Context: an optimization exercise on an open-source flow, tuned for small area. The choices shown serve that exercise and are no tape-out recipe. Function was checked by simulation only, so behaviour that the tests miss may differ from the original. No activity file was given, so power comes from the tool's default toggle rates.

## build 23
// isp_tile_packer
module isp_tile_packer #(
  parameter int IMGW_WIDTH     = 11,
  parameter int IMGH_WIDTH     = 11,
  parameter int PIX_WIDTH      = 24,
  parameter int LANES          = 32,
  parameter int ISP_DATA_WIDTH = 768,
  parameter int ISP_ADDR_WIDTH = 10
) (
  input  logic                      clk,
  input  logic                      rst_n,
  input  logic [IMGW_WIDTH-1:0]     img_width_i,
  input  logic [IMGH_WIDTH-1:0]     img_height_i,
  input  logic                      top_start_i,
  input  logic                      pix_vld_i,
  output logic                      pix_rdy_o,
  input  logic [PIX_WIDTH-1:0]      pix_dat_i,
  input  logic                      pix_sof_i,
  input  logic                      pix_eol_i,
  input  logic                      isp_rdy_i,
  output logic                      isp_resp_o,
  output logic                      isp_wen_o,
  output logic [ISP_ADDR_WIDTH-1:0] isp_waddr_o,
  output logic [ISP_DATA_WIDTH-1:0] isp_wdata_o,
  output logic                      isp_done_o,
  output logic                      busy_o,
  output logic                      frame_done_o,
  output logic                      err_o
);
For scale: ~2800 cells after synthesis, about 810 flip-flops, about 0.025 mm² of cells after synthesis.
Settings: LEC_CHECK=0, CAP_MARGIN=0, CORE_MARGIN=2, CORE_UTILIZATION=40, SLEW_MARGIN=0; clock period 6.0 ns.
standard.sh (not shown) runs the stock make flow with config.mk's settings and CLKGATE_MAP_FILE= SYNTH_SCRIPT=/design/flow/synth_recipe.tcl, a recipe that flattens the netlist after the stock synthesis.
==> flow/flow/run.sh <==
#!/bin/bash
set -euo pipefail
cd "$(dirname "$0")/.."
bash standard.sh \
  "BUFFER_PORTS_ARGS=-buffer_cell sky130_fd_sc_hd__buf_1" \
  "CTS_ARGS=-sink_clustering_enable -repair_clock_nets -dont_use_dummy_load -buf_list sky130_fd_sc_hd__clkbuf_4 -sink_clustering_size 10 -sink_clustering_max_diameter 40" \
  "RECOVER_POWER=100" \
  finish > flow_standard.log 2>&1
The flow completed for build 23, but it is not clean: the layout still shows max-capacitance violations, max-slew violations.
The inputs of build 56 differ from those of build 23 as listed below.
diff --git a/flow/flow/run.sh b/flow/flow/run.sh
--- a/flow/flow/run.sh
+++ b/flow/flow/run.sh
@@ -6,3 +6,2 @@
   "CTS_ARGS=-sink_clustering_enable -repair_clock_nets -dont_use_dummy_load -buf_list sky130_fd_sc_hd__clkbuf_4 -sink_clustering_size 10 -sink_clustering_max_diameter 40" \
-  "RECOVER_POWER=100" \
   finish > flow_standard.log 2>&1
--- outcome ---
Compared with build 23, build 56 shows maximum fanout encountered on the critical timing path that has gone up by more than half.
Build 56: fraction of final layout cells sized beyond drive strength 1 higher than build 23
Final routed DRC violation total: build 23 vs build 56 identical
Compared to build 23, build 56 has smallest setup slack after layout 0.59 ns higher.
Build 56 against build 23: via count +about 0.3%; combinational group share of total power +0.9 points; register share of the cell area -0.16 points.
Having completed the whole flow, build 56 delivered a layout that passed the timing, design-rule and antenna checks.
On utilization, build 23 and build 56 are basically level.
Relative to build 56, the following input files were edited for build 87:
Settings: a change of CORE_UTILIZATION from 40 to 46.
==> comparison <==
Looking at reported combinational group power across build 87 and build 56, the one that comes out lower is build 56.
Diff build 56 -> build 87 | total power | up slightly
The utilization reported for build 87 is greater than that of build 56 by 7.3 points.
In build 87, final routed wirelength across all metal layers is higher than in build 56.
## Diff of input files: build 70 against build 87
Settings: CORE_UTILIZATION now 40, was 46.
==> flow/flow/run.sh <==
#!/bin/bash
set -euo pipefail
cd "$(dirname "$0")/.."
bash standard.sh \
  "BUFFER_PORTS_ARGS=-buffer_cell sky130_fd_sc_hd__buf_1" \
  "CTS_ARGS=-sink_clustering_enable -dont_use_dummy_load -buf_list sky130_fd_sc_hd__clkbuf_4 -sink_clustering_size 10 -sink_clustering_max_diameter 40" \
  finish > flow_standard.log 2>&1
==> run notes <==
- In build 70 the clock-buffer cell count turned out 2.8% lower than in build 87.
- Switching share of power was higher in the run labelled build 87.
- Cell count along the critical path, build 87 and build 70: smaller value in build 87

* * *

## build 50
isp_tile_packer, a different RTL version from the one above (not shown whole).
For scale: about 2800 cells after synthesis, about 810 flip-flops, roughly 840 I/O pins, ~25000 µm² of cells after synthesis.
export LEC_CHECK = 0
export CAP_MARGIN = 20
export CORE_MARGIN = 2
export CORE_UTILIZATION = 40
export SLEW_MARGIN = 20
create_clock -name core_clock -period 6.0 [get_ports {clk}]
==> flow/flow/run.sh <==
#!/bin/bash
set -euo pipefail
cd "$(dirname "$0")/.."
bash standard.sh \
  "BUFFER_PORTS_ARGS=-buffer_cell sky130_fd_sc_hd__buf_1" \
  "CTS_ARGS=-sink_clustering_enable -repair_clock_nets -dont_use_dummy_load -buf_list sky130_fd_sc_hd__clkbuf_4 -sink_clustering_size 8 -sink_clustering_max_diameter 40" \
  finish > flow_standard.log 2>&1
[inputs] build 18 vs build 50
- CAP_MARGIN now 0, was 20
- SLEW_MARGIN now 0, was 20
==> flow/flow/run.sh <==
#!/bin/bash
set -euo pipefail
cd "$(dirname "$0")/.."
bash standard.sh \
  "BUFFER_PORTS_ARGS=-buffer_cell sky130_fd_sc_hd__buf_1" \
  "CTS_ARGS=-sink_clustering_enable -repair_clock_nets -dont_use_dummy_load -buf_list sky130_fd_sc_hd__clkbuf_4 -sink_clustering_size 11 -sink_clustering_max_diameter 45" \
  finish > flow_standard.log 2>&1
Notes after the runs:
- Build 18 against build 50: non-clock inverter count in the final layout barely changed, number of iterations in the first detailed-routing pass held, total detailed-routing wirelength barely changed.
- When build 18 is set beside build 50, its sum of routed wire segments on met1 turns out to be about 1.2% smaller.
- The share of power burned in combinational logic number comes out lower for build 50 vs build 18.
> inputs changed (build 18 -> build 52)
- GPL_ROUTABILITY_DRIVEN: unset -> 0
- CAP_MARGIN: 0 -> 20
- SLEW_MARGIN: 0 -> 20
- GPL_TIMING_DRIVEN: unset -> 0
Going from build 18 to build 52, wire length of the first global-routing pass saw an increase; total power after layout rose by about 2.7%; wire length +15%.
Of build 18 and build 52, the higher overall global routing resource usage belongs to build 52.
Static leakage in build 52 is about 2.2% higher than in build 18
Finished layout cell area ends up higher on build 52.
Compared build 52 vs build 18, and minimum clock period after layout is up in build 52.
Taking build 18 as the reference, in build 52 multiplexer share of the synthesized area neither gained nor lost much; total of max-cap violations has remained practically unchanged; worst slack after detailed placement grew by 0.25 ns; ratio of cells with drive above 1 in the final layout went up by 0.46 points.
### build 52 -> build 60
- a deleted GPL_TIMING_DRIVEN that had been 0
- a deleted GPL_ROUTABILITY_DRIVEN that had been 0
==> flow/flow/run.sh <==
#!/bin/bash
set -euo pipefail
cd "$(dirname "$0")/.."
bash standard.sh \
  "BUFFER_PORTS_ARGS=-buffer_cell sky130_fd_sc_hd__buf_1" \
  "CTS_ARGS=-sink_clustering_enable -repair_clock_nets -dont_use_dummy_load -buf_list sky130_fd_sc_hd__clkbuf_8 -sink_clustering_size 16 -sink_clustering_max_diameter 50" \
  finish > flow_standard.log 2>&1
Findings:
Comparing build 60 and build 52, the higher register-to-register slack is on build 52. Cell count down 228 in build 60 wrt build 52. Build 60 vs build 52: number of antenna cells inserted up. Fraction of the cycle the final worst path needs delta for build 60 relative to build 52: 5.4 points lower. The worst-case setup margin in the final layout of build 60 was superior to that of build 52. Changes observed in build 60 relative to build 52: sequential share of layout area shows an increase of 0.62 points, footprint of the multi-input gates picked up an extra 1.3%. Sequential cell fraction of total power: build 60 < build 52. Build 60 went all the way through the flow, and no timing, DRC or antenna check failed.
## Diff of input files: build 43 against build 60
- putting PLACE_DENSITY at 0.85 where nothing was set
==> flow/flow/run.sh <==
#!/bin/bash
set -euo pipefail
cd "$(dirname "$0")/.."
bash standard.sh \
  "BUFFER_PORTS_ARGS=-buffer_cell sky130_fd_sc_hd__buf_1" \
  "CTS_ARGS=-sink_clustering_enable -repair_clock_nets -dont_use_dummy_load -buf_list sky130_fd_sc_hd__clkbuf_4 -sink_clustering_size 8 -sink_clustering_max_diameter 40" \
  finish > flow_standard.log 2>&1
### Flow results
Going from build 60 to build 43, time the worst path needs with I/O delays and setup moved up, global-route wire length before repair lower. Build 43 has post-synthesis to final-layout area growth below what build 60 had. The maximum single-stage delay on the critical path on build 43 is in line with that on build 60. Diff build 60..build 43 | highest net fanout along the worst path | unchanged. Taking build 60 as the reference, in build 43 total routed wirelength shrank by 6.0%, register share of the cell area increased by 0.31 points relative to the old numbers. A launch point of the critical path of lines_left_q[6] is what build 43 shows, while lines_left_q[5] belongs to build 60. From build 43 to build 60, instance count on the critical path did not move at all.

* * *

The RTL this note starts from:
==> flow/design.v <==
module isp_tile_packer #(
  parameter int IMGW_WIDTH     = 11,
  parameter int IMGH_WIDTH     = 11,
  parameter int PIX_WIDTH      = 24,
  parameter int LANES          = 32,
  parameter int ISP_DATA_WIDTH = 768,
  parameter int ISP_ADDR_WIDTH = 10
) (
  input  logic                      clk,
  input  logic                      rst_n,
  input  logic [IMGW_WIDTH-1:0]     img_width_i,
  input  logic [IMGH_WIDTH-1:0]     img_height_i,
  input  logic                      top_start_i,
  input  logic                      pix_vld_i,
  output logic                      pix_rdy_o,
  input  logic [PIX_WIDTH-1:0]      pix_dat_i,
  input  logic                      pix_sof_i,
  input  logic                      pix_eol_i,
  input  logic                      isp_rdy_i,
  output logic                      isp_resp_o,
  output logic                      isp_wen_o,
  output logic [ISP_ADDR_WIDTH-1:0] isp_waddr_o,
  output logic [ISP_DATA_WIDTH-1:0] isp_wdata_o,
  output logic                      isp_done_o,
  output logic                      busy_o,
  output logic                      frame_done_o,
  output logic                      err_o
);
  localparam int BUF_W = (LANES - 1) * PIX_WIDTH;
  localparam logic [32*5-1:0] LANE_CODE = {
    5'd16,
    5'd8,
    5'd20,
    5'd10,
    5'd21,
    5'd26,
    5'd29,
    5'd14,
    5'd23,
    5'd27,
    5'd13,
    5'd6,
    5'd3,
    5'd17,
    5'd24,
    5'd28,
    5'd30,
    5'd31,
    5'd15,
    5'd7,
    5'd19,
    5'd25,
    5'd12,
    5'd22,
    5'd11,
    5'd5,
    5'd18,
    5'd9,
    5'd4,
    5'd2,
    5'd1,
    5'd0
  };
  typedef enum logic [1:0] {IDLE = 2'b00, WAIT_RDY = 2'b10, FILL = 2'b11, DONE = 2'b01} state_e;
  state_e                    state_q, state_d;
  logic [5:0]                tiles_q;       
  logic [IMGH_WIDTH-1:0]     lines_left_q;
  logic [4:0]                lane_q;        
  logic [4:0]                tile_q;        
  logic [4:0]                row_q;         
  logic                      first_q;       
  logic [BUF_W-1:0]          lane_buf_q;
  logic [PIX_WIDTH-1:0]      lane31_q;
  logic                      wen_q;
  logic                      done_q;
  logic [5:0] tiles_in;
  logic [5:0] tile_inc;
  logic       start_ok;
  logic       xfer;
  logic       last_lane;
  logic       last_tile;
  logic       last_col;
  logic       band_end;
  logic       lines_zero;
  assign tiles_in   = img_width_i[10:5];
  assign start_ok   = top_start_i && (state_q == IDLE) &&
                      (tiles_in != 6'd0) && (img_height_i != '0);
  assign pix_rdy_o  = (state_q == FILL);
  assign xfer       = pix_vld_i && pix_rdy_o;
  assign last_lane  = (lane_q == LANE_CODE[31*5 +: 5]);
  assign tile_inc   = {1'b0, tile_q} + 6'd1;
  assign last_tile  = (tile_inc == tiles_q);
  assign last_col   = last_lane && last_tile;
  assign lines_zero = (lines_left_q == '0);
  assign band_end   = xfer && last_col &&
                      ((&row_q) || (lines_left_q == IMGH_WIDTH'(1)));
  always_ff @(posedge clk or negedge rst_n) begin
    if (!rst_n) state_q <= IDLE;
    else        state_q <= state_d;
  end
  always_comb begin
    state_d = state_q;
    unique case (state_q)
      IDLE:     if (start_ok) state_d = WAIT_RDY;
      WAIT_RDY: if (isp_rdy_i) state_d = FILL;
      FILL:     if (band_end) state_d = DONE;
      DONE:     state_d = lines_zero ? IDLE : WAIT_RDY;
      default:  state_d = IDLE;
    endcase
  end
  assign isp_resp_o = (state_q == WAIT_RDY) && isp_rdy_i;
  assign busy_o     = (state_q != IDLE);
  always_ff @(posedge clk or negedge rst_n) begin
    if (!rst_n) begin
      wen_q  <= 1'b0;
      done_q <= 1'b0;
    end else begin
      wen_q  <= xfer && last_lane;
      done_q <= (state_q == DONE);
    end
  end
  always_ff @(posedge clk) begin
    if (start_ok) begin
      tiles_q      <= tiles_in;
      lines_left_q <= img_height_i;
      lane_q       <= '0;
      first_q      <= 1'b1;
    end else if (xfer) begin
      lane_q  <= {lane_q[3:0], lane_q[4] ^ lane_q[2] ^ (lane_q[3:0] == 4'd0)};
      first_q <= 1'b0;
      if (last_col) lines_left_q <= lines_left_q - IMGH_WIDTH'(1);
      if (lane_q == LANE_CODE[0 +: 5]) begin
        if (first_q) begin
          tile_q <= '0;
          row_q  <= '0;
        end else if (last_tile) begin
          tile_q <= '0;
          row_q  <= row_q + 5'd1;
        end else begin
          tile_q <= tile_inc[4:0];
        end
      end
    end
  end
  for (genvar l = 0; l < LANES - 1; l++) begin : g_lane
    logic ld, hold;
    assign ld   = pix_vld_i && (lane_q == LANE_CODE[l*5 +: 5]);
    assign hold = (lane_q != LANE_CODE[l*5 +: 5]);
    always_ff @(posedge clk) begin
      lane_buf_q[l*PIX_WIDTH +: PIX_WIDTH] <=
          (lane_buf_q[l*PIX_WIDTH +: PIX_WIDTH] & {PIX_WIDTH{hold}}) |
          (pix_dat_i & {PIX_WIDTH{ld}});
    end
  end
  always_ff @(posedge clk) begin
    lane31_q <= pix_dat_i;
  end
  assign isp_wen_o    = wen_q;
  assign isp_waddr_o  = {row_q, tile_q};
  assign isp_wdata_o  = {lane31_q, lane_buf_q};
  assign isp_done_o   = done_q;
  assign frame_done_o = done_q && lines_zero;
  logic err_q;
  always_ff @(posedge clk or negedge rst_n) begin
    if (!rst_n) begin
      err_q <= 1'b0;
    end else if (start_ok) begin
      err_q <= 1'b0;
    end else if (xfer) begin
      if ((pix_sof_i != first_q) || (pix_eol_i != last_col)) begin
        err_q <= 1'b1;
      end
    end
  end
  assign err_o = err_q;
  logic unused_inputs;
  assign unused_inputs = ^{img_width_i[4:0], pix_sof_i, pix_eol_i};
endmodule
Settings: LEC_CHECK=0, CAP_MARGIN=0, CORE_MARGIN=2, CORE_UTILIZATION=40, SLEW_MARGIN=0; clock period 6.0 ns.
==> flow/flow/run.sh <==
#!/bin/bash
set -euo pipefail
cd "$(dirname "$0")/.."
bash standard.sh \
  "BUFFER_PORTS_ARGS=-buffer_cell sky130_fd_sc_hd__buf_1" \
  "CTS_ARGS=-sink_clustering_enable -repair_clock_nets -dont_use_dummy_load -buf_list sky130_fd_sc_hd__clkbuf_4 -sink_clustering_size 10 -sink_clustering_max_diameter 45" \
  finish > flow_standard.log 2>&1
Then changed:
==> flow/flow/run.sh (replaced) <==
#!/bin/bash
set -euo pipefail
cd "$(dirname "$0")/.."
bash standard.sh \
  "BUFFER_PORTS_ARGS=-buffer_cell sky130_fd_sc_hd__buf_1" \
  "CTS_ARGS=-sink_clustering_enable -repair_clock_nets -dont_use_dummy_load -buf_list sky130_fd_sc_hd__clkbuf_4 -sink_clustering_size 10 -sink_clustering_max_diameter 80" \
  finish > flow_standard.log 2>&1
Critical path depth is unchanged.
Cell area hardly moves.
Final cell count barely changes.
Worst hold slack improves by 0.044 ns.
Utilization goes down by 0.11 points.
Total power goes down slightly.

* * *

Starts from the design.v that is shown in full above.
clock: 6.0 ns
lec_check: 0
cap_margin: 0
core_margin: 2
core_utilization: 40
slew_margin: 0
==> flow/flow/run.sh <==
#!/bin/bash
set -euo pipefail
cd "$(dirname "$0")/.."
bash standard.sh \
  "BUFFER_PORTS_ARGS=-buffer_cell sky130_fd_sc_hd__buf_1" \
  "CTS_ARGS=-sink_clustering_enable -repair_clock_nets -dont_use_dummy_load -buf_list sky130_fd_sc_hd__clkbuf_4 -sink_clustering_size 10 -sink_clustering_max_diameter 50" \
  finish > flow_standard.log 2>&1
The first run completed with no timing, DRC or antenna violations.
==> next run, changes <==
==> flow/flow/run.sh (replaced) <==
#!/bin/bash
set -euo pipefail
cd "$(dirname "$0")/.."
bash standard.sh \
  "BUFFER_PORTS_ARGS=-buffer_cell sky130_fd_sc_hd__buf_1" \
  "CTS_ARGS=-sink_clustering_enable -repair_clock_nets -dont_use_dummy_load -buf_list sky130_fd_sc_hd__clkbuf_4 -sink_clustering_size 10 -sink_clustering_max_diameter 40" \
  finish > flow_standard.log 2>&1
Outcome: The changed run ran to the end with no violations. Final area grows by about 0.35%. Clock skew goes up by 0.028 ns. Utilization rises by 0.17 points. Routed wire length went down by about 0.36%. Area after synthesis does not change. Count of clock-buffer cells in the layout went up by 14. Non-clock buffer count does not change. Sequential share of layout area decreases by 0.19 points. Worst setup slack is better by 0.020 ns. Critical path depth is unchanged. Global-route usage hardly moves.
==> next run, changes <==
==> flow/flow/run.sh (replaced) <==
#!/bin/bash
set -euo pipefail
cd "$(dirname "$0")/.."
bash standard.sh \
  "BUFFER_PORTS_ARGS=-buffer_cell sky130_fd_sc_hd__buf_1" \
  "CTS_ARGS=-sink_clustering_enable -repair_clock_nets -dont_use_dummy_load -buf_list sky130_fd_sc_hd__clkbuf_4 -sink_clustering_size 11 -sink_clustering_max_diameter 40" \
  finish > flow_standard.log 2>&1
What happened: The changed run went through all stages and came out clean; utilization hardly moves; sequential cell count does not change; global-route usage is about the same; clock power hardly moves; design area barely changes; first-iteration DRC count rises by 2.9%.
==> next run, changes <==
==> flow/flow/run.sh (replaced) <==
#!/bin/bash
set -euo pipefail
cd "$(dirname "$0")/.."
bash standard.sh \
  "BUFFER_PORTS_ARGS=-buffer_cell sky130_fd_sc_hd__buf_1" \
  "CTS_ARGS=-sink_clustering_enable -repair_clock_nets -dont_use_dummy_load -buf_list sky130_fd_sc_hd__clkbuf_4 -sink_clustering_size 9 -sink_clustering_max_diameter 50" \
  finish > flow_standard.log 2>&1
Outcome: Global-route usage stays flat. Final cell count stays flat. Setup slack loses 0.019 ns.

[port drivers added, routing unchanged]
The results above use ideal ports. As a check the final layouts listed here were re-extracted and re-timed, cells and wires unchanged.
Step 1: set_driving_cell puts a clkbuf_16 on clk and a buf_2 on each other input, an assumption about the parent block.
Step 2, shift: input delay + t, output delay - t, t = (earliest + latest rising clock arrival at the registers) / 2. This alone moves slack from input paths to output paths.
Slacks: no drivers / after step 1 / after step 2; pairs: no drivers / after step 1.
run | shift t [ns] | setup WS [ns] | clock arrival spread, ns | worst slew at a driven data input, ns
build 23 | 0.909 | 1.921 / 1.958 / 1.049 | 0.150 / 0.149 | 0.20
build 56 | 0.916 | 2.509 / 2.458 / 1.824 | 0.146 / 0.146 | 0.19
build 87 | 0.892 | 2.423 / 2.372 / 1.698 | 0.099 / 0.100 | 0.17
build 70 | 0.916 | 2.509 / 2.458 / 1.824 | 0.146 / 0.146 | 0.19
build 50 | 0.931 | 2.474 / 2.411 / 2.536 | 0.173 / 0.173 | 0.15
build 18 | 0.875 | 2.536 / 2.473 / 2.493 | 0.166 / 0.165 | 0.14
build 52 | 0.904 | 2.370 / 2.308 / 2.737 | 0.154 / 0.153 | 0.17
build 60 | 0.701 | 2.696 / 2.632 / 2.555 | 0.123 / 0.122 | 0.14
build 43 | 0.879 | 2.360 / 2.299 / 2.296 | 0.179 / 0.179 | 0.18
the first run of note 3 | 0.884 | 2.598 / 2.539 / 2.205 | 0.116 / 0.116 | 0.11
the second run of note 3 | 0.897 | 2.605 / 2.544 / 2.177 | 0.080 / 0.080 | 0.11
the first run of note 4 | 0.891 | 2.615 / 2.554 / 2.186 | 0.101 / 0.101 | 0.12
the second run of note 4 | 0.883 | 2.635 / 2.574 / 2.191 | 0.160 / 0.160 | 0.11
the third run of note 4 | 0.891 | 2.624 / 2.563 / 2.170 | 0.153 / 0.154 | 0.10
the fourth run of note 4 | 0.916 | 2.605 / 2.542 / 2.184 | 0.110 / 0.110 | 0.11
The setup slack of build 23, which loses most, moves by +0.037 ns with the drivers and by -0.872 ns with both steps.
